Source: an optimization exercise on an open RTL-to-GDS flow (aim: small area and few clock cycles per item). Production flows keep margins and buffers that such runs may drop. In this exercise RTL edits were held to simulation tests only and were not proved equivalent to the original. No activity file was given, so power comes from the tool's default toggle rates.

`flow/design.v`:
```
`default_nettype none
package tlbpt_pkg;
   localparam int ADDR_BITS     = 16;
   localparam int OFFSET_BITS   = 8;
   localparam int TLB_ENTRIES   = 16;
   localparam int PAGE_COUNT    = 256;
   localparam int FRAME_BITS    = 8;
   localparam int FRAME_CTR_BITS = 9;
   localparam int COUNT_BITS    = 16;
   localparam int PAGE_IDX_BITS = $clog2(PAGE_COUNT);
   localparam int TLB_IDX_BITS  = $clog2(TLB_ENTRIES);
   typedef logic [PAGE_IDX_BITS-1:0] page_idx_type;
   typedef logic [FRAME_BITS-1:0]    frame_type;
   typedef struct packed {
      logic [ADDR_BITS-1:0] logical_address;
   } req_type;
   typedef struct packed {
      logic [ADDR_BITS-1:0]  physical_address;
      logic                  tlb_hit;
      logic                  page_fault;
      logic [COUNT_BITS-1:0] hit_count;
      logic [COUNT_BITS-1:0] fault_count;
   } rsp_type;
endpackage
`default_nettype wire
`default_nettype none
module tlb_page_table_translator (
   input  wire logic                            clock,
   input  wire logic                            reset,
   input  wire logic                            req_valid,
   output wire logic                            req_ready,
   input  wire logic [tlbpt_pkg::ADDR_BITS-1:0]  req_logical_address,
   output wire logic                            rsp_valid,
   input  wire logic                            rsp_ready,
   output wire logic [tlbpt_pkg::ADDR_BITS-1:0]  rsp_physical_address,
   output wire logic                            rsp_tlb_hit,
   output wire logic                            rsp_page_fault,
   output wire logic [tlbpt_pkg::COUNT_BITS-1:0] rsp_hit_count,
   output wire logic [tlbpt_pkg::COUNT_BITS-1:0] rsp_fault_count
);
   localparam int NP = tlbpt_pkg::PAGE_COUNT;
   localparam int NT = tlbpt_pkg::TLB_ENTRIES;
   localparam int FB = tlbpt_pkg::FRAME_BITS;
   localparam int OB = tlbpt_pkg::OFFSET_BITS;
   localparam int PB = tlbpt_pkg::PAGE_IDX_BITS;
   localparam int CB = tlbpt_pkg::COUNT_BITS;
   localparam int RB = FB + 1;    
   logic rsp_valid_ff;
   logic accept;
   assign req_ready = !rsp_valid_ff || rsp_ready;
   assign accept    = req_valid && req_ready;
   tlbpt_pkg::page_idx_type page;
   assign page = req_logical_address[OB +: PB];
   logic [NP-1:0][FB-1:0] pt_frame_ff;
   logic [NP-1:0]         pt_valid_ff;
   logic [15:0] sel_lo;       
   logic [15:0] sel_lo_n;
   logic [15:0] sel_hi;       
   logic [15:0] wsel_hi_n;    
   logic        wr_en;
   always_comb begin
      for (int i = 0; i < 16; i++) begin
         sel_lo[i] = (page[3:0] == 4'(i));
         sel_hi[i] = (page[7:4] == 4'(i));
      end
   end
   assign sel_lo_n = ~sel_lo;
   logic [15:0][RB-1:0] grp_n;     
   logic [RB-1:0]       rd;        
   for (genvar g = 0; g < 16; g++) begin : g_grp
      for (genvar b = 0; b < RB; b++) begin : g_bit
         logic [15:0] d;
         for (genvar l = 0; l < 16; l++) begin : g_row
            if (b == FB) begin : g_v
               assign d[l] = pt_valid_ff[g*16+l];
            end else begin : g_f
               assign d[l] = pt_frame_ff[g*16+l][b];
            end
         end
         logic [5:0] t_n;
         logic [1:0] h;
         tlbpt_aoi222 u_t0 (.a1(d[0]),  .a2(sel_lo[0]),  .b1(d[1]),  .b2(sel_lo[1]),
                            .c1(d[2]),  .c2(sel_lo[2]),  .y(t_n[0]));
         tlbpt_aoi222 u_t1 (.a1(d[3]),  .a2(sel_lo[3]),  .b1(d[4]),  .b2(sel_lo[4]),
                            .c1(d[5]),  .c2(sel_lo[5]),  .y(t_n[1]));
         tlbpt_aoi222 u_t2 (.a1(d[6]),  .a2(sel_lo[6]),  .b1(d[7]),  .b2(sel_lo[7]),
                            .c1(d[8]),  .c2(sel_lo[8]),  .y(t_n[2]));
         tlbpt_aoi222 u_t3 (.a1(d[9]),  .a2(sel_lo[9]),  .b1(d[10]), .b2(sel_lo[10]),
                            .c1(d[11]), .c2(sel_lo[11]), .y(t_n[3]));
         tlbpt_aoi222 u_t4 (.a1(d[12]), .a2(sel_lo[12]), .b1(d[13]), .b2(sel_lo[13]),
                            .c1(d[14]), .c2(sel_lo[14]), .y(t_n[4]));
         tlbpt_nand2  u_t5 (.a(d[15]), .b(sel_lo[15]), .y(t_n[5]));
         tlbpt_nand3  u_h0 (.a(t_n[0]), .b(t_n[1]), .c(t_n[2]), .y(h[0]));
         tlbpt_nand3  u_h1 (.a(t_n[3]), .b(t_n[4]), .c(t_n[5]), .y(h[1]));
         tlbpt_o21ai  u_g  (.a1(h[0]), .a2(h[1]), .b1(sel_hi[g]), .y(grp_n[g][b]));
      end
   end
   for (genvar b = 0; b < RB; b++) begin : g_rd
      logic [3:0] q;
      for (genvar k = 0; k < 4; k++) begin : g_q
         tlbpt_nand4 u_q (.a(grp_n[4*k][b]), .b(grp_n[4*k+1][b]), .c(grp_n[4*k+2][b]),
                          .d(grp_n[4*k+3][b]), .y(q[k]));
      end
      assign rd[b] = |q;
   end
   tlbpt_pkg::frame_type pt_frame;
   logic                 pt_valid;
   assign {pt_valid, pt_frame} = rd;
   tlbpt_pkg::page_idx_type tlb_page_ff [NT];
   logic [NT-1:0]           tlb_eq;
   logic                    tlb_match;
   for (genvar k = 0; k < NT; k++) begin : g_tlb
      tlbpt_eq8 u_eq (.a(tlb_page_ff[k]), .b(page), .y(tlb_eq[k]));
   end
   assign tlb_match = |tlb_eq;
   logic [FB:0]          next_frame_ff;    
   logic [CB-1:0]        hits_ff;
   logic                 hit;
   logic                 fault;
   tlbpt_pkg::frame_type frame;
   assign hit   = pt_valid && tlb_match;
   assign fault = !pt_valid;
   assign frame = pt_valid ? pt_frame : next_frame_ff[FB-1:0];
   assign wr_en = accept && fault;
   logic [NP-1:0] row_we;
   for (genvar g = 0; g < 16; g++) begin : g_wg
      tlbpt_nand2 u_w (.a(sel_hi[g]), .b(wr_en), .y(wsel_hi_n[g]));
      for (genvar l = 0; l < 16; l++) begin : g_wr
         tlbpt_nor2 u_we (.a(wsel_hi_n[g]), .b(sel_lo_n[l]), .y(row_we[g*16+l]));
      end
   end
   always_ff @(posedge clock) begin
      for (int i = 0; i < NP; i++) begin
         if (row_we[i]) pt_frame_ff[i] <= next_frame_ff[FB-1:0];
      end
   end
   always_ff @(posedge clock) begin
      if (reset) begin
         pt_valid_ff <= '0;
      end else begin
         pt_valid_ff <= pt_valid_ff | row_we;
      end
   end
   always_ff @(posedge clock) begin
      if (accept && !hit) begin
         for (int k = NT - 1; k > 0; k--) tlb_page_ff[k] <= tlb_page_ff[k-1];
         tlb_page_ff[0] <= page;
      end
   end
   always_ff @(posedge clock) begin
      if (reset) begin
         next_frame_ff <= '0;
         hits_ff       <= '0;
      end else if (accept) begin
         if (fault) next_frame_ff <= next_frame_ff + 1'b1;
         if (hit && (hits_ff != '1)) hits_ff <= hits_ff + 1'b1;
      end
   end
   tlbpt_pkg::frame_type rsp_frame_ff;
   logic [OB-1:0]        rsp_offset_ff;
   logic                 rsp_hit_ff;
   logic                 rsp_fault_ff;
   always_ff @(posedge clock) begin
      if (reset) begin
         rsp_valid_ff <= 1'b0;
      end else if (accept) begin
         rsp_valid_ff <= 1'b1;
      end else if (rsp_ready) begin
         rsp_valid_ff <= 1'b0;
      end
   end
   always_ff @(posedge clock) begin
      if (accept) begin
         rsp_frame_ff  <= frame;
         rsp_offset_ff <= req_logical_address[OB-1:0];
         rsp_hit_ff    <= hit;
         rsp_fault_ff  <= fault;
      end
   end
   assign rsp_valid            = rsp_valid_ff;
   assign rsp_physical_address = {rsp_frame_ff, rsp_offset_ff};
   assign rsp_tlb_hit          = rsp_hit_ff;
   assign rsp_page_fault       = rsp_fault_ff;
   assign rsp_hit_count        = hits_ff;
   assign rsp_fault_count      = CB'(next_frame_ff);
endmodule
module tlbpt_aoi222 (
   input  wire logic a1, a2, b1, b2, c1, c2,
   output wire logic y
);
   assign y = !((a1 && a2) || (b1 && b2) || (c1 && c2));
endmodule
module tlbpt_nand2 (
   input  wire logic a, b,
   output wire logic y
);
   assign y = !(a && b);
endmodule
module tlbpt_nand3 (
   input  wire logic a, b, c,
   output wire logic y
);
   assign y = !(a && b && c);
endmodule
module tlbpt_nand4 (
   input  wire logic a, b, c, d,
   output wire logic y
);
   assign y = !(a && b && c && d);
endmodule
module tlbpt_nor2 (
   input  wire logic a, b,
   output wire logic y
);
   assign y = !(a || b);
endmodule
module tlbpt_o21ai (
   input  wire logic a1, a2, b1,
   output wire logic y
);
   assign y = !((a1 || a2) && b1);
endmodule
module tlbpt_eq8 (
   input  wire logic [7:0] a,
   input  wire logic [7:0] b,
   output wire logic       y
);
   assign y = (a == b);
endmodule
`default_nettype wire
```
`flow/run.sh`:
```
#!/bin/bash
# synth_recipe.tcl (not shown) runs the flow's synth.tcl, then flattens the netlist and writes it again
# the make line also repeats each setting of config.mk as NAME=value (left out here)
make -C /OpenROAD-flow-scripts/flow DESIGN_CONFIG=/design/flow/config.mk WORK_HOME=/design/flow/orfs CLKGATE_MAP_FILE= SYNTH_SCRIPT=/design/flow/synth_recipe.tcl finish
```
`flow/config.mk`:
```
export PLATFORM = sky130hd
export DESIGN_NAME = tlb_page_table_translator
export DESIGN_NICKNAME = tlb_page_table_translator
export VERILOG_FILES = /design/flow/design.v
export SDC_FILE = /design/flow/constraint.sdc
export NUM_CORES = 4
export LEC_CHECK = 0
export CAP_MARGIN = 20
export CORE_MARGIN = 2
export CORE_UTILIZATION = 40
export CTS_CLUSTER_DIAMETER = 50
export CTS_CLUSTER_SIZE = 25
export SLEW_MARGIN = 20
export SYNTH_HIERARCHICAL = 1
export SYNTH_MINIMUM_KEEP_SIZE = 0
```
`flow/constraint.sdc`:
```
create_clock -name core_clock -period 6.0 [get_ports {clock}]
set_input_delay 1.2000 -clock core_clock [delete_from_list [all_inputs] [get_ports {clock}]]
set_output_delay 1.2000 -clock core_clock [all_outputs]
set_load 0.01 [all_outputs]
```
==> impl_metrics.json, run 1 <==
{
  "status": "timing/DRC/antenna clean",
  "io_pins": 72,
  "ys_seq_elements": 2476,
  "syn_area_um2": 87400,
  "critPathMaxFanout": 45,
  "cts-root-buf": "clkbuf_16",
  "drc_errors": 0,
  "area_growth_syn_to_layout_pct": 19.3,
  "rows": 171,
  "vias_per_cell": 5.95,
  "maxCapViolations": 0,
  "synth_warnings": 9,
  "crit_path_max_incr_delay_ns": 0.76,
  "grt_overflow": 0,
  "synth_common_cells": "edfxtp_1 (2,194), nor2_1 (815), a222oi_1 (720)",
  "grt_pass1_vias": 51238,
  "cts_resized": 0,
  "yosys-top-cells-area": "edfxtp_1 (75%), a222oi_1 (8.2%), dfxtp_1 (6.5%)",
  "rrSetupSlack_ns": 2.18,
  "startpoint_type": "input port",
  "firstDrtPassIters": 14,
  "report.final.hold_viol_count": 0,
  "ir_drop_mv": 0.289,
  "synth_cell_types": 40,
  "yosysTopAreaCellShare": 0.754,
  "ant_nets": 0,
  "slew_headroom": 0.154,
  "start_util": 0.402,
  "setup_violations": 0,
  "ys_seq_area_frac": 0.818,
  "yosysTopAreaCell": "edfxtp_1",
  "critPathKind": "input port to register",
  "synth_top_flop_cell": "edfxtp_1",
  "cts_tree": "yes",
  "synth_most_common_cell": "edfxtp_1",
  "antenna_found_initial": 9,
  "clk_pin_slew_ns": 0.06,
  "io_buffers": 64,
  "final.min_clock_period_ns": 5.38,
  "post_cts_buffers": 0,
  "drive_gt1_frac": 0.171,
  "crit_required_ns": 6.56,
  "arrival_ns": 5.94,
  "grtUsageTotal": 0.218,
  "max_slew.worst_pin.slew_ns": 1.27,
  "crit_top_cell": "buf_4",
  "path_cells": "clkdlybuf4s50_1, nor2_2, nand2_4, clkinvlp_4, buf_12, a222oi_1, nand3_1, o21ai_1, nand4_1, nor4_4, and3_2, buf_4, nand2_1, buf_4, nor2_1, buf_4",
  "nNetsFinal": 5890,
  "final_max_slew_viol_count": 0,
  "place.gp.congestion": 0.838,
  "hpwl_mm": 151,
  "dpl.cell_count": 8514,
  "grt_pass1_wl_mm": 357,
  "max_freq_ghz": 0.186,
  "dieArea_um2": 222000,
  "rsz0062_at_grt": "no",
  "h-tree-depth": 4,
  "holdBufCountCts": 0,
  "slowest_stage": "clkdlybuf4s50_1",
  "min_path_type": "register to register",
  "drtIter0Drc": 9481,
  "grt_max_degree": 184,
  "final_util": 0.480,
  "vias": 53017,
  "whs_ns": 0.468,
  "core_region_area_um2": 217000,
  "finalCritPeriodShare": 0.896,
  "cts_max_path_buffers": 3,
  "clock_sinks": 2476,
  "die_height_um": 471,
  "routed_wl_mm": 249,
  "p_leak_nw": 35.4,
  "synth_edf_count": 2194,
  "end_kind": "register",
  "stdcell_count": 8912,
  "p_per_area_nw_per_um2": 326,
  "clock_latency_ns": 0.90,
  "synthCells": 5024,
  "wl_per_cell_um": 27.9,
  "die_x_um": 471,
  "skew_ns": 0.0586,
  "async_flop_share": 0,
  "cts_made_buffers": 206,
  "syn_area_per_cell_um2": 17.4
}
where the power goes:
group | internal, mW | switching, mW | leakage [nW] | total [mW]
clock network | 7.35 | 6.86 | 3.50 | 14.2
logic | 0.308 | 0.730 | 8.19 | 1.04
registers | 18.7 | 0.0685 | 23.7 | 18.8
Yosys stat by module, one instance, submodules excluded:
module,flip-flops and latches,copies in the design
tlb_page_table_translator,2476,1
tlbpt_aoi222,0,720
tlbpt_eq8,0,16
tlbpt_nand2,0,160
tlbpt_nand3,0,288
tlbpt_nand4,0,36
tlbpt_nor2,0,256
tlbpt_o21ai,0,144
worst max-delay path: cells and delay by family:
family,cells,cell delay [ns]
buffers and inverters,6,2.07
and+or+nand+nor,8,1.66
AOI/OAI and AO/OA,2,0.88
area by class of cell:
| cell class | count | area (µm²) |
|---|---|---|
| multi-input combinational | 2489 | 15800 |
| tap | 2854 | 3570 |
| clock inverter | 163 | 2030 |
| timing repair buffer | 676 | 5880 |
| clock buffer | 231 | 5300 |
| sequential | 2476 | 71600 |
| fill | 18111 | 113000 |
| antenna | 4 | 10.0 |
| inverter | 19 | 133 |
state kept, by name, summed over array words and instances (netlist names):
name and count:
rsp_frame_ff 8, tlb_page_ff 128, hits_ff 16, pt_valid_ff 256, next_frame_ff 9, rsp_valid_ff 1, pt_frame_ff 2048, rsp_offset_ff 8
rsp_hit_ff 1, rsp_fault_ff 1
layout by cell type (no fill, tap or decap), types with 14 or more instances in the layout:
cell             count
buf_12              52
bufinv_16           14
clkbuf_1            20
nor4_1              20
o21ai_1            144
nand3_1            300
clkdlybuf4s50_1     61
nand4_1             78
inv_8               22
edfxtp_1          2194
clkbuf_16          206
nand2_1            173
inv_6               25
clkinv_2            16
clkinvlp_4          37
clkinv_8            25
buf_4              560
xnor2_1            137
dfxtp_1            274
nor2_1             812
a222oi_1           720
clkinv_4            17
worst paths after layout:
kind	cells after the start	from	endpoint
min	2	pt_valid_ff[73]	pt_valid_ff[73]
max reg2reg	11	pt_valid_ff[140]	pt_frame_ff[1112]
max	16	req_logical_address[9]	pt_frame_ff[1112]
min reg2reg	2	pt_valid_ff[73]	pt_valid_ff[73]
metrics by stage:
| stage | area, µm² | setup slack (ns) | TNS (ns) | total power [mW] |
|---|---|---|---|---|
| finish | 104000 | 0.623 | 0 | 34.0 |
| global route | 104000 | 0.520 | 0 | 34.9 |
| CTS | 104000 | 0.746 | 0 | 34.2 |
| detailed placement | 96900 | -0.151 | -161.48 | 20.2 |
| global placement | 96900 | -0.125 | -126.75 | 20.2 |
| floorplan | 87700 | -0.586 | -75.06 | 19.6 |
kinds of logic (layout without fill, tap and decap cells):
group,Yosys count,after routing,share of synthesized area
buffers and inverters,65,1089,0.00355
AO/OA/AOI/OAI,890,890,0.0924
multiplexers,5,5,0.000601
other,1,11,0.0000429
adder cells (fa/ha/maj),2,2,0.000286
AND/OR/NAND/NOR,1445,1445,0.0706
XOR/XNOR,140,140,0.0140
flip-flops,2476,2476,0.818
layer usage:
metal	vias up	global-route usage	wire length, µm
li1	22865	-	-
met1	26963	0.301	98400
met2	2800	0.345	117000
met3	387	0.0416	24500
met4	2	0.0813	8850
met5	-	0	13
Testbench counts, summed over its fixed seeds: cycles 32,008, items 32,000.
==> run 2, diff against run 1 <==
--- a/flow/design.v
+++ b/flow/design.v
@@ -47,22 +47,41 @@
    localparam int RB = FB + 1;    
-   logic rsp_valid_ff;
-   logic accept;
-   assign req_ready = !rsp_valid_ff || rsp_ready;
+   logic                    s1_valid_ff;
+   tlbpt_pkg::page_idx_type s1_page_ff;
+   logic [OB-1:0]           s1_offset_ff;
+   logic                    accept;
+   logic                    take;
+   assign take      = s1_valid_ff && rsp_ready;
+   assign req_ready = !s1_valid_ff || rsp_ready;
    assign accept    = req_valid && req_ready;
-   tlbpt_pkg::page_idx_type page;
-   assign page = req_logical_address[OB +: PB];
+   always_ff @(posedge clock) begin
+      if (reset) begin
+         s1_valid_ff <= 1'b0;
+      end else if (accept) begin
+         s1_valid_ff <= 1'b1;
+      end else if (take) begin
+         s1_valid_ff <= 1'b0;
+      end
+   end
+   always_ff @(posedge clock) begin
+      if (accept) begin
+         s1_page_ff   <= req_logical_address[OB +: PB];
+         s1_offset_ff <= req_logical_address[OB-1:0];
+      end
+   end
    logic [NP-1:0][FB-1:0] pt_frame_ff;
    logic [NP-1:0]         pt_valid_ff;
+   tlbpt_pkg::page_idx_type in_page;
    logic [15:0] sel_lo;       
-   logic [15:0] sel_lo_n;
    logic [15:0] sel_hi;       
+   logic [15:0] wsel_lo_n;    
    logic [15:0] wsel_hi_n;    
-   logic        wr_en;
+   assign in_page = req_logical_address[OB +: PB];
    always_comb begin
       for (int i = 0; i < 16; i++) begin
-         sel_lo[i] = (page[3:0] == 4'(i));
-         sel_hi[i] = (page[7:4] == 4'(i));
-      end
-   end
-   assign sel_lo_n = ~sel_lo;
+         sel_lo[i]    = (in_page[3:0] == 4'(i));
+         sel_hi[i]    = (in_page[7:4] == 4'(i));
+         wsel_lo_n[i] = !(s1_page_ff[3:0] == 4'(i));
+         wsel_hi_n[i] = !(take && (s1_page_ff[7:4] == 4'(i)));
+      end
+   end
    logic [15:0][RB-1:0] grp_n;     
@@ -105,5 +124,15 @@
    end
+   logic [FB:0]          next_frame_ff;    
+   logic [RB-1:0]        rd_ff;
+   logic                 fwd;
+   logic                 fault;
+   assign fwd = take && fault && (in_page == s1_page_ff);
+   always_ff @(posedge clock) begin
+      if (accept) begin
+         rd_ff <= fwd ? {1'b1, next_frame_ff[FB-1:0]} : rd;
+      end
+   end
    tlbpt_pkg::frame_type pt_frame;
    logic                 pt_valid;
-   assign {pt_valid, pt_frame} = rd;
+   assign {pt_valid, pt_frame} = rd_ff;
    tlbpt_pkg::page_idx_type tlb_page_ff [NT];
@@ -112,9 +141,9 @@
    for (genvar k = 0; k < NT; k++) begin : g_tlb
-      tlbpt_eq8 u_eq (.a(tlb_page_ff[k]), .b(page), .y(tlb_eq[k]));
+      tlbpt_eq8 u_eq (.a(tlb_page_ff[k]), .b(s1_page_ff), .y(tlb_eq[k]));
    end
    assign tlb_match = |tlb_eq;
-   logic [FB:0]          next_frame_ff;    
    logic [CB-1:0]        hits_ff;
+   logic [FB:0]          faults_next;
+   logic [CB-1:0]        hits_next;
    logic                 hit;
-   logic                 fault;
    tlbpt_pkg::frame_type frame;
@@ -123,14 +152,18 @@
    assign frame = pt_valid ? pt_frame : next_frame_ff[FB-1:0];
-   assign wr_en = accept && fault;
+   assign faults_next = fault ? next_frame_ff + 1'b1 : next_frame_ff;
+   assign hits_next   = (hit && (hits_ff != '1)) ? hits_ff + 1'b1 : hits_ff;
    logic [NP-1:0] row_we;
    for (genvar g = 0; g < 16; g++) begin : g_wg
-      tlbpt_nand2 u_w (.a(sel_hi[g]), .b(wr_en), .y(wsel_hi_n[g]));
       for (genvar l = 0; l < 16; l++) begin : g_wr
-         tlbpt_nor2 u_we (.a(wsel_hi_n[g]), .b(sel_lo_n[l]), .y(row_we[g*16+l]));
-      end
-   end
-   always_ff @(posedge clock) begin
-      for (int i = 0; i < NP; i++) begin
-         if (row_we[i]) pt_frame_ff[i] <= next_frame_ff[FB-1:0];
-      end
+         tlbpt_nor3 u_we (.a(wsel_hi_n[g]), .b(wsel_lo_n[l]), .c(pt_valid_ff[g*16+l]),
+                          .y(row_we[g*16+l]));
+      end
+   end
+   logic [NP-1:0][FB-1:0] pt_frame_d;
+   for (genvar i = 0; i < NP; i++) begin : g_fd
+      tlbpt_row_next u_d (.q(pt_frame_ff[i]), .keep({FB{pt_valid_ff[i]}}), .we({FB{row_we[i]}}),
+                          .wd(next_frame_ff[FB-1:0]), .d(pt_frame_d[i]));
+   end
+   always_ff @(posedge clock) begin
+      pt_frame_ff <= pt_frame_d;
    end
@@ -144,5 +177,5 @@
    always_ff @(posedge clock) begin
-      if (accept && !hit) begin
+      if (take && !hit) begin
          for (int k = NT - 1; k > 0; k--) tlb_page_ff[k] <= tlb_page_ff[k-1];
-         tlb_page_ff[0] <= page;
+         tlb_page_ff[0] <= s1_page_ff;
       end
@@ -153,34 +186,13 @@
          hits_ff       <= '0;
-      end else if (accept) begin
-         if (fault) next_frame_ff <= next_frame_ff + 1'b1;
-         if (hit && (hits_ff != '1)) hits_ff <= hits_ff + 1'b1;
-      end
-   end
-   tlbpt_pkg::frame_type rsp_frame_ff;
-   logic [OB-1:0]        rsp_offset_ff;
-   logic                 rsp_hit_ff;
-   logic                 rsp_fault_ff;
-   always_ff @(posedge clock) begin
-      if (reset) begin
-         rsp_valid_ff <= 1'b0;
-      end else if (accept) begin
-         rsp_valid_ff <= 1'b1;
-      end else if (rsp_ready) begin
-         rsp_valid_ff <= 1'b0;
-      end
-   end
-   always_ff @(posedge clock) begin
-      if (accept) begin
-         rsp_frame_ff  <= frame;
-         rsp_offset_ff <= req_logical_address[OB-1:0];
-         rsp_hit_ff    <= hit;
-         rsp_fault_ff  <= fault;
-      end
-   end
-   assign rsp_valid            = rsp_valid_ff;
-   assign rsp_physical_address = {rsp_frame_ff, rsp_offset_ff};
-   assign rsp_tlb_hit          = rsp_hit_ff;
-   assign rsp_page_fault       = rsp_fault_ff;
-   assign rsp_hit_count        = hits_ff;
-   assign rsp_fault_count      = CB'(next_frame_ff);
+      end else if (take) begin
+         next_frame_ff <= faults_next;
+         hits_ff       <= hits_next;
+      end
+   end
+   assign rsp_valid            = s1_valid_ff;
+   assign rsp_physical_address = {frame, s1_offset_ff};
+   assign rsp_tlb_hit          = hit;
+   assign rsp_page_fault       = fault;
+   assign rsp_hit_count        = hits_next;
+   assign rsp_fault_count      = CB'(faults_next);
 endmodule
@@ -192,2 +204,11 @@
 endmodule
+module tlbpt_row_next (
+   input  wire logic [7:0] q,
+   input  wire logic [7:0] keep,    
+   input  wire logic [7:0] we,      
+   input  wire logic [7:0] wd,
+   output wire logic [7:0] d
+);
+   assign d = (q & keep) | (wd & we);
+endmodule
 module tlbpt_nand2 (
@@ -215,2 +236,8 @@
    assign y = !(a || b);
+endmodule
+module tlbpt_nor3 (
+   input  wire logic a, b, c,
+   output wire logic y
+);
+   assign y = !(a || b || c);
 endmodule
--- a/flow/config.mk
+++ b/flow/config.mk
@@ -12,2 +12,3 @@
 export CTS_CLUSTER_SIZE = 25
+export GPL_TIMING_DRIVEN = 0
 export SLEW_MARGIN = 20
==> run 2 against run 1 <==
Maximum frequency shrank 8.2%. Power shrank 6.4%. Cell area shrank 0.72%. Flip-flop and latch count grew 7. Worst setup slack lost 0.48 ns. Non-clock buffer count shrank 317. Synthesized area is essentially flat. Via count grew 34%. Largest cell class unchanged.
==> impl_metrics.json, run 2 <==
{
  "rsz0062_at_grt": "no",
  "drtIter0Drc": 11203,
  "drc_errors": 0,
  "syn_area_per_cell_um2": 12.2,
  "synth_top_flop_cell": "dfxtp_1",
  "grt_pass1_wl_mm": 448,
  "yosysTopAreaCellShare": 0.533,
  "ys_seq_elements": 2483,
  "vias_per_cell": 6.61,
  "antenna_found_initial": 9,
  "wl_met1_mm": 129,
  "drive_gt1_frac": 0.122,
  "h-tree-depth": 4,
  "ys_seq_area_frac": 0.586,
  "clock_sinks": 2483,
  "rows": 171,
  "dpl-instance-area_um2": 96000,
  "async_flop_share": 0,
  "reg_top3": "pt_frame_ff (2048), pt_valid_ff (256), tlb_page_ff (128)",
  "p_per_area_nw_per_um2": 307,
  "final_max_slew_viol_count": 0,
  "p_int_mw": 24.2,
  "synth_edf_count": 153,
  "io_buffers": 64,
  "vias": 70855,
  "routed_wl_mm": 304,
  "max_freq_ghz": 0.171,
  "ant_nets": 0,
  "grt_max_degree": 61,
  "start_util": 0.403,
  "p_leak_nw": 36.6,
  "status": "timing/DRC/antenna clean",
  "min_path_type": "register to register",
  "yosys-top-cells-area": "dfxtp_1 (53%), a22o_1 (21%), a222oi_1 (8.2%)",
  "setup_violations": 0,
  "cts_made_buffers": 199,
  "grt_pass1_vias": 67483,
  "grtUsageTotal": 0.261,
  "final.min_clock_period_ns": 5.86,
  "io_pins": 72,
  "clk_pin_slew_ns": 0.09,
  "yosysTopAreaCell": "dfxtp_1",
  "cts_max_path_buffers": 3,
  "grt_overflow": 0,
  "dieArea_um2": 222000,
  "whs_ns": 0.470,
  "dr.max_layer_used": "met5",
  "cts_tree": "yes",
  "crit_required_ns": 6.63,
  "final_common_cell": "dfxtp_1",
  "end_kind": "register",
  "nNetsFinal": 7703,
  "p_clk_frac": 0.450,
  "skew_ns": 0.0642,
  "wl_per_cell_um": 28.3,
  "maxCapViolations": 0,
  "holdBufCountCts": 0,
  "synthCells": 7183,
  "synth_most_common_cell": "dfxtp_1",
  "arrival_ns": 6.48,
  "die_x_um": 472,
  "slew_headroom": 0.146,
  "final_util": 0.477,
  "core_region_area_um2": 217000,
  "ir_drop_mv": 0.267,
  "critPathMaxFanout": 28,
  "syn_area_um2": 87400,
  "cts-root-buf": "clkbuf_16",
  "largest_register_ffs": 2048,
  "pwr-share-comb": 0.025,
  "p_total_mw": 31.8,
  "finalCritPeriodShare": 0.976,
  "critPathKind": "input port to register",
  "area_growth_syn_to_layout_pct": 18.4,
  "wl_met3_mm": 28.5,
  "max_slew.worst_pin.slew_ns": 1.27,
  "p_switching_mw": 7.64,
  "nFillCells": 19183,
  "report.final.hold_viol_count": 0,
  "area.sequential_um2": 51300,
  "seq_power_share": 0.525,
  "synth_warnings": 9,
  "die_height_um": 472,
  "stdcell_area_um2": 104000,
  "regMostFlops": "pt_frame_ff",
  "clock_latency_ns": 0.87,
  "firstDrtPassIters": 15,
  "layout_common_cells": "dfxtp_1 (2,322), a22o_1 (2,048), a222oi_1 (720)",
  "switching_share": 0.240,
  "place.gp.congestion": 0.874,
  "hpwl_mm": 196,
  "synth_common_cells": "dfxtp_1 (2,330), a22o_1 (2,048), a222oi_1 (720)",
  "route.met2.wl_mm": 132,
  "startpoint_type": "input port",
  "synth_cell_types": 45,
  "multi_input_area_um2": 36300
}
## run 2: cells by family (layout without fill, tap and decap cells)
kind of cell,after synthesis,after routing,share of synthesized area
AO/OA/AOI/OAI,2936,2936,0.298
buffers and inverters,73,741,0.00363
XOR/XNOR,163,163,0.0163
other,1,11,0.0000429
AND/OR/NAND/NOR,1496,1496,0.0923
flip-flops,2483,2483,0.586
multiplexers,29,29,0.00372
adder cells (fa/ha/maj),2,2,0.000286
## run 2: Yosys stat by module (local to each module, per instance), a selection
module / area (µm²) / flip-flops and latches
tlbpt_eq8: 86.3 / 0
tlbpt_row_next: 70.1 / 0
tlbpt_aoi222: 10.0 / 0
tlbpt_nor3: 10.0 / 0
tlbpt_nand4: 6.26 / 0
tlbpt_o21ai: 5.00 / 0
## run 2: per-stage QoR
stage | setup slack, ns | std cells | TNS [ns]
after floorplan | 0.144 | 7189 | 0
after global placement | -6.32 | 10107 | -167.61
after detailed placement | -0.572 | 10309 | -3.33
after CTS | 0.0407 | 10702 | 0
after global routing | 0.108 | 10713 | 0
final | 0.143 | 10715 | 0
## run 2: layout make-up
cell class,count,area share
antenna,4,0.0000967
buffer,68,0.00291
clock buffer,219,0.0505
clock inverter,158,0.0194
inverter,5,0.000181
multi-input combinational,4633,0.350
sequential,2483,0.495
tap,2854,0.0345
timing repair buffer,291,0.0467
## run 2: power groups by stage
stage	combinational, mW	sequential (mW)	clock [mW]
floorplan	0.276	17.1	0
global placement	0.548	17.2	0
detailed placement	0.742	17.1	0
CTS	0.774	16.7	14.5
global route	0.818	16.7	15.2
finish	0.800	16.7	14.3
## run 2: worst max-delay path: stages
cell and delay, ns:
clkdlybuf4s50_1 0.56, clkbuf_1 0.59, nand2b_1 0.46, nor2_4 0.22, buf_16 0.22, buf_16 0.17, buf_12 0.19, buf_12 0.18
a222oi_1 0.55, nand3_1 0.17, o21ai_1 0.54, nand4_1 0.47, or4_1 0.61, mux2_2 0.27
## run 2: what timing repair did
| action | 4_1_cts | 5_1_grt |
|---|---|---|
| cloned | 0 | 0 |
| pin swaps | 0 | 1 |
| endpoints found under the hold margin | 0 | 0 |
| setup buffers | 16 | 7 |
| resized for setup | 0 | 0 |
| setup endpoints to repair | 15 | 14 |
## run 2: path summary, 6_finish.rpt
check                           cells past startpoint                end  slack [ns]               startpoint
worst min-delay path                                0  tlb_page_ff[7][3]        0.47        tlb_page_ff[6][3]
worst min register to register                      0  tlb_page_ff[7][3]        0.47        tlb_page_ff[6][3]
worst max register to register                      7  pt_frame_ff[1136]        1.68              s1_valid_ff
worst max-delay path                               14           rd_ff[4]        0.14  req_logical_address[10]
## run 2: routing by layer
layer	global-route usage	vias up
met4	0.110	6
met5	0	-
met3	0.0552	567
li1	-	31186
met1	0.361	35515
met2	0.391	3581
Testbench counts of run 2, summed over its fixed seeds: cycles 32,008, items 32,000.
==> run 3, diff against run 2 <==
==> flow/flow/run.sh (new file) <==
#!/bin/bash
set -euo pipefail
export CTS_ARGS="-sink_clustering_enable -repair_clock_nets -dont_use_dummy_load -sink_clustering_size 14 -sink_clustering_max_diameter 50 -buf_list sky130_fd_sc_hd__clkbuf_8"
bash standard.sh finish > flow_make.log 2>&1
==> flow/standard.sh (new file) <==
#!/bin/bash
# synth_recipe.tcl (not shown) runs the flow's synth.tcl, then flattens the netlist and writes it again
# the make line also repeats each setting of config.mk as NAME=value (left out here)
make -C /OpenROAD-flow-scripts/flow DESIGN_CONFIG=/design/flow/config.mk WORK_HOME=/design/flow/orfs CLKGATE_MAP_FILE= SYNTH_SCRIPT=/design/flow/synth_recipe.tcl "${@:-finish}"
removed: flow/run.sh
==> run 3 against run 2 <==
Still clean. Sequential share of layout area up 2.1 points. Register-to-register slack worse by 0.04 ns. Synthesized area unchanged. Worst setup slack better by 0.037 ns. Final cell count down 1.4%. Highest routed layer unchanged.
==> impl_metrics.json, run 3 <==
{
  "status": "timing/DRC/antenna clean",
  "start_util": 0.403,
  "syn_area_per_cell_um2": 12.2,
  "yosysTopAreaCellShare": 0.533,
  "critPathMaxFanout": 10,
  "end_kind": "primary output",
  "yosys-top-cells-area": "dfxtp_1 (53%), a22o_1 (21%), a222oi_1 (8.2%)",
  "maxCapViolations": 0,
  "p_leak_nw": 34.7,
  "rows": 171,
  "vias": 70602,
  "nNetsFinal": 7721,
  "die_height_um": 472,
  "area_growth_syn_to_layout_pct": 13.5,
  "worstHoldStart": "tlb_page_ff[6][6]",
  "io_buffers": 64,
  "cts-root-buf": "clkbuf_8",
  "rrSetupSlack_ns": 1.64,
  "holdBufCountCts": 0,
  "largest_register_ffs": 2048,
  "layout_common_cells": "dfxtp_1 (2,322), a22o_1 (2,048), a222oi_1 (720)",
  "drc_errors": 0,
  "synth_edf_count": 153,
  "report.final.hold_viol_count": 0,
  "antenna_found_initial": 8,
  "cts_tree": "yes",
  "ys_seq_elements": 2483,
  "synthCells": 7183,
  "synth_warnings": 9,
  "finalCritPeriodShare": 0.970,
  "crit_path_max_incr_delay_ns": 0.60,
  "min_path_type": "register to register",
  "p_per_area_nw_per_um2": 262,
  "ir_drop_mv": 0.249,
  "grt_pass1_vias": 67330,
  "firstDrtPassIters": 14,
  "skew_ns": 0.139,
  "yosysTopAreaCell": "dfxtp_1",
  "slew_headroom": 0.171,
  "vias_per_cell": 6.69,
  "slowest_stage": "or4_1",
  "die_x_um": 472,
  "synth_most_common_cell": "dfxtp_1",
  "multi_input_area_um2": 36300,
  "path_buf_inv": 6,
  "synth_common_cells": "dfxtp_1 (2,330), a22o_1 (2,048), a222oi_1 (720)",
  "nFillCells": 19581,
  "ant_nets": 0,
  "clk_pin_slew_ns": 0.09,
  "path_depth": 13,
  "hpwl_mm": 196,
  "fin_ws_ns": 0.180,
  "dieArea_um2": 222000,
  "async_flop_share": 0,
  "final_max_slew_viol_count": 0,
  "place_ws_ns": -0.572,
  "regMostFlops": "pt_frame_ff",
  "h-tree-depth": 4,
  "rsz0062_at_grt": "no",
  "grt_max_degree": 61,
  "grt_overflow": 0,
  "crit_required_ns": 4.80,
  "max_freq_ghz": 0.172,
  "area.sequential_um2": 51300,
  "reg_top3": "pt_frame_ff (2048), pt_valid_ff (256), tlb_page_ff (128)",
  "max_slew.worst_pin.slew_ns": 1.23,
  "final.setup.tns_ns": 0,
  "min_to": "tlb_page_ff[7][6]",
  "worst_r2r_path_depth": 7,
  "critPathKind": "register to primary output",
  "wl_per_cell_um": 28.7,
  "synth_cell_types": 45,
  "whs_ns": 0.359,
  "path_cells": "buf_8, buf_8, xnor2_1, nand4_1, nor2_1, or4_1, o41ai_4, buf_4, buf_6, buf_4, nor3_1, xor2_1, clkdlybuf4s50_1",
  "r2r-end": "pt_frame_ff[1109]",
  "p_total_mw": 26.0,
  "cts_max_path_buffers": 3,
  "drive_gt1_frac": 0.104,
  "syn_area_um2": 87400,
  "core_region_area_um2": 217000,
  "final.min_clock_period_ns": 5.82,
  "clock_sinks": 2483,
  "clock_latency_ns": 1.01,
  "ys_seq_area_frac": 0.586,
  "setup_violations": 0,
  "cts_made_buffers": 217,
  "grt_pass1_wl_mm": 447,
  "startpoint_type": "register",
  "hold_path_depth": 0,
  "routed_wl_mm": 303,
  "grtUsageTotal": 0.260,
  "critPathTopFamily": "buffers and inverters",
  "final_util": 0.457,
  "r2r_start": "s1_valid_ff",
  "drtIter0Drc": 10883,
  "place.gp.congestion": 0.874,
  "io_pins": 72,
  "final_common_cell": "dfxtp_1",
  "arrival_ns": 4.62,
  "synth_top_flop_cell": "dfxtp_1"
}
==> run 3: timing repair <==
item,4_1_cts,5_1_grt
setup buffers,23,0
setup endpoints to repair,17,0
gates resized for setup,0,0
==> run 3: kinds of logic (layout without fill, tap and decap cells) <==
kind of cell               Yosys count  after routing  share of synthesized area
muxes                               29             29                    0.00372
adders and majority gates            2              2                   0.000286
and+or+nand+nor                   1496           1496                     0.0923
other                                1             16                  0.0000429
DFF                               2483           2483                      0.586
AOI/OAI and AO/OA                 2936           2936                      0.298
xor gates and xnor gates           163            163                     0.0163
buffers and inverters               73            581                    0.00363
==> run 3: Yosys stat by module, one instance, submodules excluded, a selection <==
| module | cells inside | copies in the design |
|---|---|---|
| tlb_page_table_translator | 3371 | 1 |
| tlbpt_row_next | 8 | 256 |
| tlbpt_aoi222 | 1 | 720 |
| tlbpt_nor3 | 1 | 256 |
| tlbpt_nand4 | 1 | 36 |
| tlbpt_nand3 | 1 | 288 |
| tlbpt_o21ai | 1 | 144 |
| tlbpt_nand2 | 1 | 144 |
==> run 3: area by class of cell <==
type,count,share of cell area
Buffer,68,0.00304
Multi-Input combinational cell,4633,0.365
Clock buffer,217,0.0301
Timing Repair Buffer,291,0.0487
Sequential cell,2483,0.516
Antenna cell,9,0.000227
Tap cell,2854,0.0360
Inverter,5,0.000189
==> run 3: through the flow <==
stage | cells | instance area [µm²]
5_1_grt | 10557 | 99300
3_3_place_gp | 10107 | 91800
2_1_floorplan | 7189 | 87600
6_report | 10560 | 99300
3_5_place_dp | 10309 | 96000
4_1_cts | 10549 | 99200
==> run 3: report_power, final <==
| group | internal [mW] | switching (mW) | total, mW |
|---|---|---|---|
| combinational | 0.242 | 0.557 | 0.799 |
| clock | 3.20 | 5.33 | 8.53 |
| sequential | 16.7 | 0.0356 | 16.7 |
==> run 3: worst max path at each step <==
stage / slack [ns] / to / startpoint
after global routing: 0.006 / rsp_hit_count[10] / s1_page_ff[5]
final: 0.18 / rsp_hit_count[10] / s1_page_ff[5]
after floorplan: 0.14 / rd_ff[0] / req_logical_address[8]
after detailed placement: -0.57 / rd_ff[4] / req_logical_address[10]
after global placement: -6.32 / rd_ff[5] / req_logical_address[9]
after CTS: 0.13 / rsp_hit_count[10] / s1_page_ff[5]
==> run 3: per-layer routing <==
layer	track usage	up-vias	wire length [µm]	part of all wire
met5	0	-	23	0.000076
met4	0.118	4	14400	0.047
met3	0.0543	583	28500	0.094
met2	0.386	3631	132000	0.43
met1	0.363	35432	129000	0.42
li1	-	30952	-	-
==> run 4, diff against run 3 <==
--- a/flow/design.v
+++ b/flow/design.v
@@ -75,4 +75,4 @@
    logic [15:0] sel_hi;       
-   logic [15:0] wsel_lo_n;    
-   logic [15:0] wsel_hi_n;    
+   logic [15:0] wsel_lo;      
+   logic [15:0] wsel_hi;      
    assign in_page = req_logical_address[OB +: PB];
@@ -82,4 +82,4 @@
          sel_hi[i]    = (in_page[7:4] == 4'(i));
-         wsel_lo_n[i] = !(s1_page_ff[3:0] == 4'(i));
-         wsel_hi_n[i] = !(take && (s1_page_ff[7:4] == 4'(i)));
+         wsel_lo[i]   = (s1_page_ff[3:0] == 4'(i));
+         wsel_hi[i]   = take && (s1_page_ff[7:4] == 4'(i));
       end
@@ -157,4 +157,5 @@
       for (genvar l = 0; l < 16; l++) begin : g_wr
-         tlbpt_nor3 u_we (.a(wsel_hi_n[g]), .b(wsel_lo_n[l]), .c(pt_valid_ff[g*16+l]),
-                          .y(row_we[g*16+l]));
+         logic row_sel_n;
+         tlbpt_nand2 u_sel (.a(wsel_hi[g]), .b(wsel_lo[l]), .y(row_sel_n));
+         tlbpt_nor2  u_we  (.a(row_sel_n), .b(pt_valid_ff[g*16+l]), .y(row_we[g*16+l]));
       end
@@ -237,8 +238,2 @@
 endmodule
-module tlbpt_nor3 (
-   input  wire logic a, b, c,
-   output wire logic y
-);
-   assign y = !(a || b || c);
-endmodule
 module tlbpt_o21ai (
--- a/flow/config.mk
+++ b/flow/config.mk
@@ -9,3 +9,3 @@
 export CORE_MARGIN = 2
-export CORE_UTILIZATION = 40
+export CORE_UTILIZATION = 60
 export CTS_CLUSTER_DIAMETER = 50
==> run 4 against run 3 <==
Still clean. Clock skew down 0.072 ns. Power decreased by 1.3%. Sequential share of layout area up 1.1 points. Global-route usage rose by 11 points. Critical endpoint is now rd_ff[3]. Largest power group unchanged.
==> impl_metrics.json, run 4 <==
{
  "status": "timing/DRC/antenna clean",
  "seq_power_share": 0.650,
  "ys_seq_area_frac": 0.590,
  "drtIter0Drc": 11782,
  "clk_pin_slew_ns": 0.09,
  "max_slew.worst_pin.slew_ns": 1.16,
  "cts_made_buffers": 205,
  "die_x_um": 384,
  "synth_top_flop_cell": "dfxtp_1",
  "r2r-end": "tlb_page_ff[5][5]",
  "p_per_area_nw_per_um2": 264,
  "hold_path_depth": 0,
  "syn_area_per_cell_um2": 11.7,
  "arrival_ns": 6.48,
  "r2r_start": "s1_page_ff[4]",
  "synth_cell_types": 44,
  "synth_fa_ha_area_frac": 0.000288,
  "io_buffers": 64,
  "grt_overflow": 0,
  "p_leak_nw": 35.6,
  "syn_area_um2": 86800,
  "drive_gt1_frac": 0.0695,
  "switching_share": 0.224,
  "core_region_area_um2": 144000,
  "wl_per_cell_um": 29.0,
  "firstDrtPassIters": 33,
  "regMostFlops": "pt_frame_ff",
  "p_total_mw": 25.7,
  "clock_sinks": 2483,
  "routed_wl_mm": 286,
  "antenna_found_initial": 7,
  "setup_violations": 0,
  "synth_compound_area_frac": 0.300,
  "vias_per_cell": 7.27,
  "min_to": "tlb_page_ff[13][4]",
  "p_clk_frac": 0.321,
  "p_int_mw": 19.9,
  "cts_resized": 0,
  "grt_max_degree": 59,
  "skew_ns": 0.0668,
  "final.min_clock_period_ns": 5.82,
  "clock_latency_ns": 0.96,
  "critPathKind": "input port to register",
  "nNetsFinal": 7982,
  "max_freq_ghz": 0.172,
  "synth_warnings": 9,
  "ys_seq_elements": 2483,
  "maxCapViolations": 0,
  "io_pins": 72,
  "synth_xor_area_frac": 0.0164,
  "drc_errors": 0,
  "synth_edf_count": 153,
  "grt_pass1_vias": 67079,
  "synth_top_family_by_area": "compound AO/OA/AOI/OAI gates",
  "h-tree-depth": 4,
  "synthCells": 7439,
  "cts_tree": "yes",
  "ant_nets": 0,
  "layout_common_cells": "dfxtp_1 (2,322), a22o_1 (2,048), nor2_1 (816)",
  "area_growth_syn_to_layout_pct": 12.0,
  "yosys-top-cells-area": "dfxtp_1 (54%), a22o_1 (21%), a222oi_1 (8.3%)",
  "grt_pass1_wl_mm": 425,
  "rrSetupSlack_ns": 1.73,
  "vias": 71766,
  "critPathMaxFanout": 27,
  "cts_max_path_buffers": 3,
  "grtUsageTotal": 0.371,
  "finalCritPeriodShare": 0.970,
  "startpoint_type": "input port",
  "whs_ns": 0.451,
  "worstHoldStart": "tlb_page_ff[12][4]",
  "largest_register_ffs": 2048,
  "end_kind": "register",
  "async_flop_share": 0,
  "synthMuxAreaShare": 0.00375,
  "start_util": 0.604,
  "synthSimpleGateAreaFrac": 0.0858,
  "slew_headroom": 0.218,
  "synth_common_cells": "dfxtp_1 (2,330), a22o_1 (2,048), nor2_1 (847)",
  "die_height_um": 384,
  "yosysTopAreaCell": "dfxtp_1",
  "pwr-share-comb": 0.030,
  "dieArea_um2": 148000,
  "reg_top3": "pt_frame_ff (2048), pt_valid_ff (256), tlb_page_ff (128)",
  "p_switching_mw": 5.77,
  "worst_r2r_path_depth": 12,
  "crit_required_ns": 6.66,
  "final_max_slew_viol_count": 0,
  "rsz0062_at_grt": "no",
  "report.final.hold_viol_count": 0,
  "ir_drop_mv": 0.255,
  "yosysTopAreaCellShare": 0.537,
  "synth_most_common_cell": "dfxtp_1",
  "cts-root-buf": "clkbuf_8",
  "rows": 139,
  "final_common_cell": "dfxtp_1",
  "hpwl_mm": 188,
  "min_path_type": "register to register",
  "place.gp.congestion": 0.870
}
run 4: power groups by stage:
stage,clock (mW),combinational (mW),sequential [mW]
after floorplan,0,0.266,17.1
after global placement,0,0.512,17.2
after detailed placement,0,0.693,17.1
after CTS,8.32,0.734,16.7
after global routing,8.90,0.773,16.7
final,8.24,0.759,16.7
run 4: layer usage:
metal / vias to the layer above / wire length [µm] / share of wire / global-route usage
met5: - / 39 / 0.00014 / 0
met3: 574 / 31500 / 0.11 / 0.0783
li1: 31449 / - / - / -
met1: 35630 / 120000 / 0.42 / 0.534
met4: 6 / 11100 / 0.039 / 0.134
met2: 4107 / 124000 / 0.43 / 0.551
run 4: kinds of logic after synthesis:
family,after synthesis
AO/OA/AOI/OAI,2936
XOR/XNOR,163
multiplexers,29
other,1
buffers and inverters,72
adder cells (fa/ha/maj),2
flip-flops,2483
AND/OR/NAND/NOR,1753
run 4: area by class of cell:
| cell class | count | area [µm²] |
|---|---|---|
| clock buffer | 205 | 2820 |
| multi-input combinational | 4890 | 35600 |
| sequential | 2483 | 51300 |
| timing repair buffer | 308 | 4830 |
| fill | 11129 | 46400 |
| inverter | 5 | 18.8 |
| tap | 1903 | 2380 |
| buffer | 67 | 295 |
| antenna | 5 | 12.5 |
run 4: per-module statistics from Yosys, one instance, submodules excluded, excerpt:
module	flops+latches	area, µm²
tlb_page_table_translator	2483	55400
tlbpt_nand4	0	6.26
tlbpt_row_next	0	70.1
tlbpt_o21ai	0	5.00
tlbpt_aoi222	0	10.0
tlbpt_nor2	0	3.75
tlbpt_eq8	0	86.3
run 4: what timing repair did:
action,CTS,global route
endpoints found under the setup margin,17,0
setup buffers,20,0
hold buffers,0,0
run 4: worst max path at each step:
stage                                 from           endpoint  slack (ns)  cells after the start
finish              req_logical_address[8]           rd_ff[3]        0.18                     13
floorplan           req_logical_address[8]           rd_ff[0]        0.14                      8
CTS                          s1_page_ff[4]  rsp_hit_count[10]        0.23                     12
global route                 s1_page_ff[4]  rsp_hit_count[10]        0.09                     12
detailed placement  req_logical_address[8]           rd_ff[6]       -0.52                     13
global placement    req_logical_address[8]           rd_ff[7]       -5.74                      9
run 4: critical path, stage by stage:
cell	delay, ns
clkdlybuf4s50_1	0.47
clkbuf_1	0.55
nand2b_1	0.46
nor2_4	0.24
buf_12	0.23
buf_16	0.19
buf_12	0.18
a222oi_1	0.48
nand3_1	0.23
o21ai_1	0.61
nand4_1	0.40
or4_1	0.80
mux2_2	0.34
run 4: stage by stage:
| stage | area (µm²) | utilization | TNS (ns) | setup WS (ns) | std cells |
|---|---|---|---|---|---|
| global placement | 90000 | 0.626 | -1700.30 | -5.74 | 9412 |
| detailed placement | 94200 | 0.656 | -3.35 | -0.516 | 9636 |
| floorplan | 87000 | - | 0 | 0.144 | 7445 |
| CTS | 97200 | 0.677 | 0 | 0.230 | 9861 |
| global route | 97200 | 0.677 | 0 | 0.0909 | 9862 |
| finish | 97300 | 0.677 | 0 | 0.182 | 9866 |
Testbench counts of run 4, summed over its fixed seeds: cycles 32,008, items 32,000.
==> run 5, diff against run 4 <==
--- a/flow/config.mk
+++ b/flow/config.mk
@@ -9,3 +9,3 @@
 export CORE_MARGIN = 2
-export CORE_UTILIZATION = 60
+export CORE_UTILIZATION = 70
 export CTS_CLUSTER_DIAMETER = 50
==> run 5 against run 4 <==
Critical path depth shrank 2. Clock skew grew 0.0072 ns. Worst setup slack worse by 0.035 ns. Power is essentially flat. Combinational power is 3.0% higher. Via count increased by 3.2%. Sequential power about the same. Largest cell class unchanged. Largest power group unchanged.
==> impl_metrics.json, run 5 <==
{
  "syn_area_per_cell_um2": 11.7,
  "cts_tree": "yes",
  "h-tree-depth": 4,
  "critPathKind": "register to primary output",
  "io_pins": 72,
  "startpoint_type": "register",
  "clock_latency_ns": 0.99,
  "synth_most_common_cell": "dfxtp_1",
  "status": "timing/DRC/antenna clean",
  "final_common_cell": "dfxtp_1",
  "ys_seq_area_frac": 0.590,
  "largest_register_ffs": 2048,
  "start_util": 0.704,
  "ant_nets": 0,
  "grt_pass1_wl_mm": 428,
  "core_region_area_um2": 123000,
  "rsz0062_at_grt": "no",
  "arrival_ns": 4.65,
  "synth_edf_count": 153,
  "dpl.cell_count": 9365,
  "setup_violations": 0,
  "max_freq_ghz": 0.171,
  "yosysTopAreaCell": "dfxtp_1",
  "grt_max_degree": 62,
  "hpwl_mm": 184,
  "yosys-top-cells-area": "dfxtp_1 (54%), a22o_1 (21%), a222oi_1 (8.3%)",
  "firstDrtPassIters": 14,
  "clk_pin_slew_ns": 0.10,
  "slowest_stage": "edfxtp_1",
  "post_cts_buffers": 30,
  "cts-root-buf": "clkbuf_8",
  "cts_made_buffers": 204,
  "clock_sinks": 2483,
  "final_util": 0.786,
  "crit_path_max_incr_delay_ns": 0.72,
  "cts_max_path_buffers": 3,
  "dpl-instance-area_um2": 93700,
  "stdcell_area_um2": 96900,
  "stdcell_count": 9606,
  "area_growth_syn_to_layout_pct": 11.6,
  "dieArea_um2": 127000,
  "critPathMaxFanout": 13,
  "drive_gt1_frac": 0.0702,
  "die_height_um": 356,
  "ir_drop_mv": 0.274,
  "crit_required_ns": 4.80,
  "grt_overflow": 0,
  "p_total_mw": 25.7,
  "max_slew.worst_pin.slew_ns": 1.11,
  "vias": 74093,
  "slew_headroom": 0.262,
  "grt_pass1_vias": 69305,
  "end_kind": "primary output",
  "io_buffers": 64,
  "drc_errors": 0,
  "antenna_found_initial": 15,
  "vias_per_cell": 7.71,
  "final_max_slew_viol_count": 0,
  "synthCells": 7439,
  "place.gp.congestion": 0.930,
  "synth_common_cells": "dfxtp_1 (2,330), a22o_1 (2,048), nor2_1 (847)",
  "die_x_um": 356,
  "syn_area_um2": 86800,
  "cts_resized": 0,
  "yosysTopAreaCellShare": 0.537,
  "synth_cell_types": 44,
  "final.setup.tns_ns": 0,
  "report.final.hold_viol_count": 0,
  "layout_common_cells": "dfxtp_1 (2,322), a22o_1 (2,048), nor2_1 (816)",
  "async_flop_share": 0,
  "synth_warnings": 9,
  "crit_top_cell": "xnor2_1",
  "rows": 129,
  "nFillCells": 7940,
  "routed_wl_mm": 287,
  "holdBufCountCts": 0,
  "grtUsageTotal": 0.434,
  "min_path_type": "register to register",
  "path_cells": "buf_8, xnor2_1, nand4_1, nor2_1, or4_1, o41ai_4, buf_4, buf_2, nor4_1, xnor2_1, clkdlybuf4s50_1",
  "finalCritPeriodShare": 0.976,
  "skew_ns": 0.0740,
  "final.min_clock_period_ns": 5.85,
  "maxCapViolations": 0,
  "reg_top3": "pt_frame_ff (2048), pt_valid_ff (256), tlb_page_ff (128)",
  "regMostFlops": "pt_frame_ff",
  "p_leak_nw": 35.6,
  "synth_top_flop_cell": "dfxtp_1",
  "nNetsFinal": 7986,
  "wl_per_cell_um": 29.8,
  "drtIter0Drc": 14663,
  "p_per_area_nw_per_um2": 265,
  "ys_seq_elements": 2483
}
-- run 5: cell count changes in the layout (fill, tap and decap cells not counted), sizes merged --
| cell | delta |
|---|---|
| diode | +2 |
| buf | +5 |
| clkbuf | -1 |
-- run 5: cell families (layout without fill, tap and decap cells) --
kind of cell	Yosys count	after routing	share of synthesized area
adders and majority gates	2	2	0.000288
other	1	14	0.0000432
buffers and inverters	72	589	0.00360
DFF	2483	2483	0.590
and+or+nand+nor	1753	1753	0.0858
muxes	29	29	0.00375
AOI/OAI and AO/OA	2936	2936	0.300
xor gates and xnor gates	163	163	0.0164
-- run 5: cell type report --
| type | instances | area, µm² | area share |
|---|---|---|---|
| multi-input cells | 4890 | 35600 | 0.368 |
| clock buffers | 204 | 2810 | 0.0290 |
| inverters | 5 | 18.8 | 0.000194 |
| flip-flops and latches | 2483 | 51300 | 0.529 |
| diodes | 7 | 17.5 | 0.000181 |
| plain buffers | 67 | 297 | 0.00306 |
| repair buffers | 313 | 4800 | 0.0495 |
| well taps | 1637 | 2050 | 0.0211 |
-- run 5: worst paths after layout --
path | startpoint | endpoint | slack (ns) | cells past startpoint
worst max-delay path | s1_page_ff[5] | rsp_hit_count[15] | 0.15 | 11
worst min-delay path | tlb_page_ff[3][7] | tlb_page_ff[4][7] | 0.47 | 0
worst max register to register | s1_page_ff[5] | tlb_page_ff[2][4] | 1.51 | 14
worst min register to register | tlb_page_ff[3][7] | tlb_page_ff[4][7] | 0.47 | 0
-- run 5: worst max-delay path: cells and delay by family (launching register included) --
family                    cells  cell delay (ns)
xor gates and xnor gates      2             0.42
AOI/OAI and AO/OA             1             0.34
and+or+nand+nor               4             0.87
DFF                           1             0.72
buffers and inverters         4             1.33
-- run 5: stage by stage --
| step | worst slack [ns] | hold slack (ns) |
|---|---|---|
| 3_5_place_dp | -0.438 | 0.456 |
| 4_1_cts | 0.268 | 0.451 |
| 5_1_grt | 0.145 | 0.478 |
| 6_report | 0.147 | 0.468 |
| 3_3_place_gp | -5.34 | 0.450 |
| 2_1_floorplan | 0.144 | 0.449 |
-- run 5: per-module statistics from Yosys (local to each module, per instance), excerpt --
module                     cells inside  flip-flops and latches  times used  area (µm²)
tlb_page_table_translator          3371                    2483           1       55400
tlbpt_aoi222                          1                       0         720        10.0
tlbpt_nand2                           1                       0         400        3.75
tlbpt_nand4                           1                       0          36        6.26
tlbpt_nand3                           1                       0         288        5.00
tlbpt_nor2                            1                       0         256        3.75
-- run 5: power by group --
part	switching, mW	internal, mW	leakage [nW]
sequential	0.0417	16.7	20.2
combinational	0.543	0.239	13.9
clock	5.21	3.02	1.47
-- run 5: metal layers --
layer	track usage	vias to the layer above	wire length, µm
li1	-	31459	-
met1	0.592	36081	108000
met2	0.635	5509	123000
met3	0.112	1030	38500
met4	0.230	14	17300
met5	0	-	115
==> run 6, diff against run 5 <==
==> flow/flow/run.sh (replaced) <==
#!/bin/bash
set -euo pipefail
export CTS_ARGS="-sink_clustering_enable -repair_clock_nets -dont_use_dummy_load -sink_clustering_size 16 -sink_clustering_max_diameter 60 -buf_list sky130_fd_sc_hd__clkbuf_8"
bash standard.sh finish > flow_make.log 2>&1
--- a/flow/config.mk
+++ b/flow/config.mk
@@ -7,5 +7,5 @@
 export LEC_CHECK = 0
-export CAP_MARGIN = 20
+export CAP_MARGIN = 10
 export CORE_MARGIN = 2
-export CORE_UTILIZATION = 70
+export CORE_UTILIZATION = 60
 export CTS_CLUSTER_DIAMETER = 50
@@ -13,3 +13,3 @@
 export GPL_TIMING_DRIVEN = 0
-export SLEW_MARGIN = 20
+export SLEW_MARGIN = 10
 export SYNTH_HIERARCHICAL = 1
==> run 6 against run 5 <==
Still clean. Synthesized cell count did not move. Count of clock-buffer cells in the layout decreased by 26. Worst setup slack better by 0.067 ns. Cell area shrank 0.28%. Via count fell by 3.7%. Highest routed layer unchanged.
==> impl_metrics.json, run 6 <==
{
  "report.final.hold_viol_count": 0,
  "dpl-instance-area_um2": 93900,
  "grt_pass1_vias": 66553,
  "core_region_area_um2": 144000,
  "multi_input_area_um2": 35600,
  "hpwl_mm": 186,
  "ant_nets": 0,
  "drc_errors": 0,
  "critPathKind": "input port to register",
  "final.setup.tns_ns": 0,
  "synth_most_common_cell": "dfxtp_1",
  "ys_seq_elements": 2483,
  "grt_pass1_wl_mm": 424,
  "rrSetupSlack_ns": 1.67,
  "die_height_um": 384,
  "drive_gt1_frac": 0.0628,
  "synth_top_flop_cell": "dfxtp_1",
  "max_slew.worst_pin.slew_ns": 1.34,
  "area_growth_syn_to_layout_pct": 11.3,
  "clock_latency_ns": 0.92,
  "p_total_mw": 25.2,
  "synthCells": 7439,
  "p_per_area_nw_per_um2": 261,
  "cts-root-buf": "clkbuf_8",
  "grt_overflow": 0,
  "yosys-top-cells-area": "dfxtp_1 (54%), a22o_1 (21%), a222oi_1 (8.3%)",
  "wl_per_cell_um": 29.1,
  "yosysTopAreaCellShare": 0.537,
  "yosysTopAreaCell": "dfxtp_1",
  "fin_ws_ns": 0.213,
  "h-tree-depth": 4,
  "syn_area_um2": 86800,
  "status": "timing/DRC/antenna clean",
  "min_path_type": "register to register",
  "synth_common_cells": "dfxtp_1 (2,330), a22o_1 (2,048), nor2_1 (847)",
  "final_common_cell": "dfxtp_1",
  "largest_register_ffs": 2048,
  "synth_edf_count": 153,
  "nNetsFinal": 7933,
  "ys_seq_area_frac": 0.590,
  "drtIter0Drc": 11771,
  "p_switching_mw": 5.65,
  "io_buffers": 64,
  "vias_per_cell": 7.27,
  "finalCritPeriodShare": 0.964,
  "p_clk_frac": 0.307,
  "async_flop_share": 0,
  "grtUsageTotal": 0.371,
  "startpoint_type": "input port",
  "place_ws_ns": -0.471,
  "setup_violations": 0,
  "end_kind": "register",
  "vias": 71322,
  "clock_sinks": 2483,
  "grt_max_degree": 67,
  "critPathMaxFanout": 19,
  "firstDrtPassIters": 30,
  "skew_ns": 0.0580,
  "place.gp.congestion": 0.870,
  "start_util": 0.604,
  "p_int_mw": 19.6,
  "maxCapViolations": 0,
  "synth_warnings": 9,
  "die_x_um": 384,
  "slew_headroom": 0.107,
  "final_max_slew_viol_count": 0,
  "syn_area_per_cell_um2": 11.7,
  "io_pins": 72,
  "pwr-share-comb": 0.030,
  "stdcell_count": 9814,
  "area.sequential_um2": 51300,
  "nFillCells": 11177,
  "reg_top3": "pt_frame_ff (2048), pt_valid_ff (256), tlb_page_ff (128)",
  "rsz0062_at_grt": "no",
  "dpl.cell_count": 9611,
  "dieArea_um2": 148000,
  "antenna_found_initial": 7,
  "cts_made_buffers": 178,
  "clk_pin_slew_ns": 0.10,
  "rows": 139,
  "crit_required_ns": 6.66,
  "cts_max_path_buffers": 3,
  "arrival_ns": 6.44,
  "seq_power_share": 0.663,
  "max_freq_ghz": 0.173,
  "synth_cell_types": 44,
  "switching_share": 0.224,
  "cts_tree": "yes",
  "regMostFlops": "pt_frame_ff",
  "routed_wl_mm": 285,
  "p_leak_nw": 35.2,
  "stdcell_area_um2": 96600,
  "layout_common_cells": "dfxtp_1 (2,322), a22o_1 (2,048), nor2_1 (820)",
  "ir_drop_mv": 0.223,
  "final.min_clock_period_ns": 5.79
}
-- run 6: what timing repair did --
action / CTS / global route
setup buffers: 22 / 0
gates resized for setup: 0 / 0
hold buffers: 0 / 0
endpoints found under the setup margin: 17 / 0
-- run 6: cell type report --
type,count,area share
sequential,2483,0.531
tap,1903,0.0246
inverter,5,0.000194
clock buffer,178,0.0254
antenna,2,0.0000518
buffer,67,0.00306
multi-input combinational,4890,0.369
timing repair buffer,286,0.0475
-- run 6: critical path, stage by stage --
cell	delay, ns
clkdlybuf4s50_1	0.51
clkbuf_1	0.59
nand2b_1	0.46
nor3_4	0.20
buf_8	0.25
buf_16	0.17
buf_8	0.17
buf_8	0.17
a222oi_1	0.40
nand3_1	0.22
o21ai_1	0.52
nand4_1	0.37
or4_1	0.81
mux2_2	0.34
-- run 6: logic make-up (layout without fill, tap and decap cells) --
| group | count (synthesis) | in the layout | share of synthesized area |
|---|---|---|---|
| fa+ha+maj | 2 | 2 | 0.000288 |
| other cells | 1 | 9 | 0.0000432 |
| buf+inv | 72 | 536 | 0.00360 |
| xor+xnor | 163 | 163 | 0.0164 |
| flops | 2483 | 2483 | 0.590 |
| mux | 29 | 29 | 0.00375 |
| compound gates | 2936 | 2936 | 0.300 |
| simple gates | 1753 | 1753 | 0.0858 |
-- run 6: routing by layer --
layer | part of all wire | vias to the layer above | GRT usage
li1 | - | 31336 | -
met3 | 0.11 | 546 | 0.0780
met4 | 0.038 | 4 | 0.135
met5 | 0.000091 | - | 0
met2 | 0.44 | 4066 | 0.547
met1 | 0.41 | 35370 | 0.536
-- run 6: power by group through the flow --
| stage | clock network (mW) | logic [mW] | registers (mW) |
|---|---|---|---|
| floorplan | 0 | 0.266 | 17.1 |
| global placement | 0 | 0.512 | 17.2 |
| detailed placement | 0 | 0.673 | 17.1 |
| CTS | 7.84 | 0.727 | 16.7 |
| global route | 8.39 | 0.766 | 16.7 |
| finish | 7.75 | 0.751 | 16.7 |
-- run 6: stage by stage --
stage,utilization,hold slack (ns)
detailed placement,0.653,0.456
floorplan,-,0.449
finish,0.673,0.475
CTS,0.672,0.476
global placement,0.626,0.451
global route,0.673,0.480
-- run 6: Yosys stat by module (local to each module, per instance) --
module,flops+latches,times used
tlb_page_table_translator,2483,1
tlbpt_aoi222,0,720
tlbpt_eq8,0,16
tlbpt_nand2,0,400
tlbpt_nand3,0,288
tlbpt_nand4,0,36
tlbpt_nor2,0,256
tlbpt_o21ai,0,144
tlbpt_row_next,0,256
-- run 6: path summary, 6_finish.rpt --
kind	endpoint	start	cells after the start
worst min register to register	tlb_page_ff[1][7]	tlb_page_ff[0][7]	0
worst min-delay path	tlb_page_ff[1][7]	tlb_page_ff[0][7]	0
worst max-delay path	rd_ff[3]	req_logical_address[11]	14
worst max register to register	tlb_page_ff[1][1]	s1_page_ff[4]	12

==> afterwards: timing with drivers on the ports <==
Ports are ideal in the flow. The routed layouts listed here were re-timed in OpenROAD. Step 1: set_driving_cell puts a clkbuf_16 on clock and a buf_2 on each other input, an assumption about the parent block. Step 2 moves the port delays by t, midway between the first and last clock arrival at a register: inputs arrive t later, outputs are due t later. That takes back most of the time a late clock gives input paths. a / b / c = ideal ports / drivers / drivers and shift; a / b = the first two.
run | t, ns | setup slack, ns | worst setup path at the end
run 1 | 0.970 | 0.623 / 0.688 / -0.282 | input to register
run 2 | 0.934 | 0.143 / 0.183 / -0.728 | input to register
run 3 | 1.040 | 0.180 / 0.086 / -0.741 | input to register
run 4 | 0.991 | 0.182 / 0.188 / -0.793 | input to register
run 5 | 1.031 | 0.147 / 0.071 / -0.858 | input to register
run 6 | 0.975 | 0.213 / 0.187 / -0.729 | input to register
Met with ideal ports but missed after step 2: setup timing in every run listed. The setup slack of run 5, which loses most, moves by -0.076 ns with the drivers and by -1.005 ns with both steps.
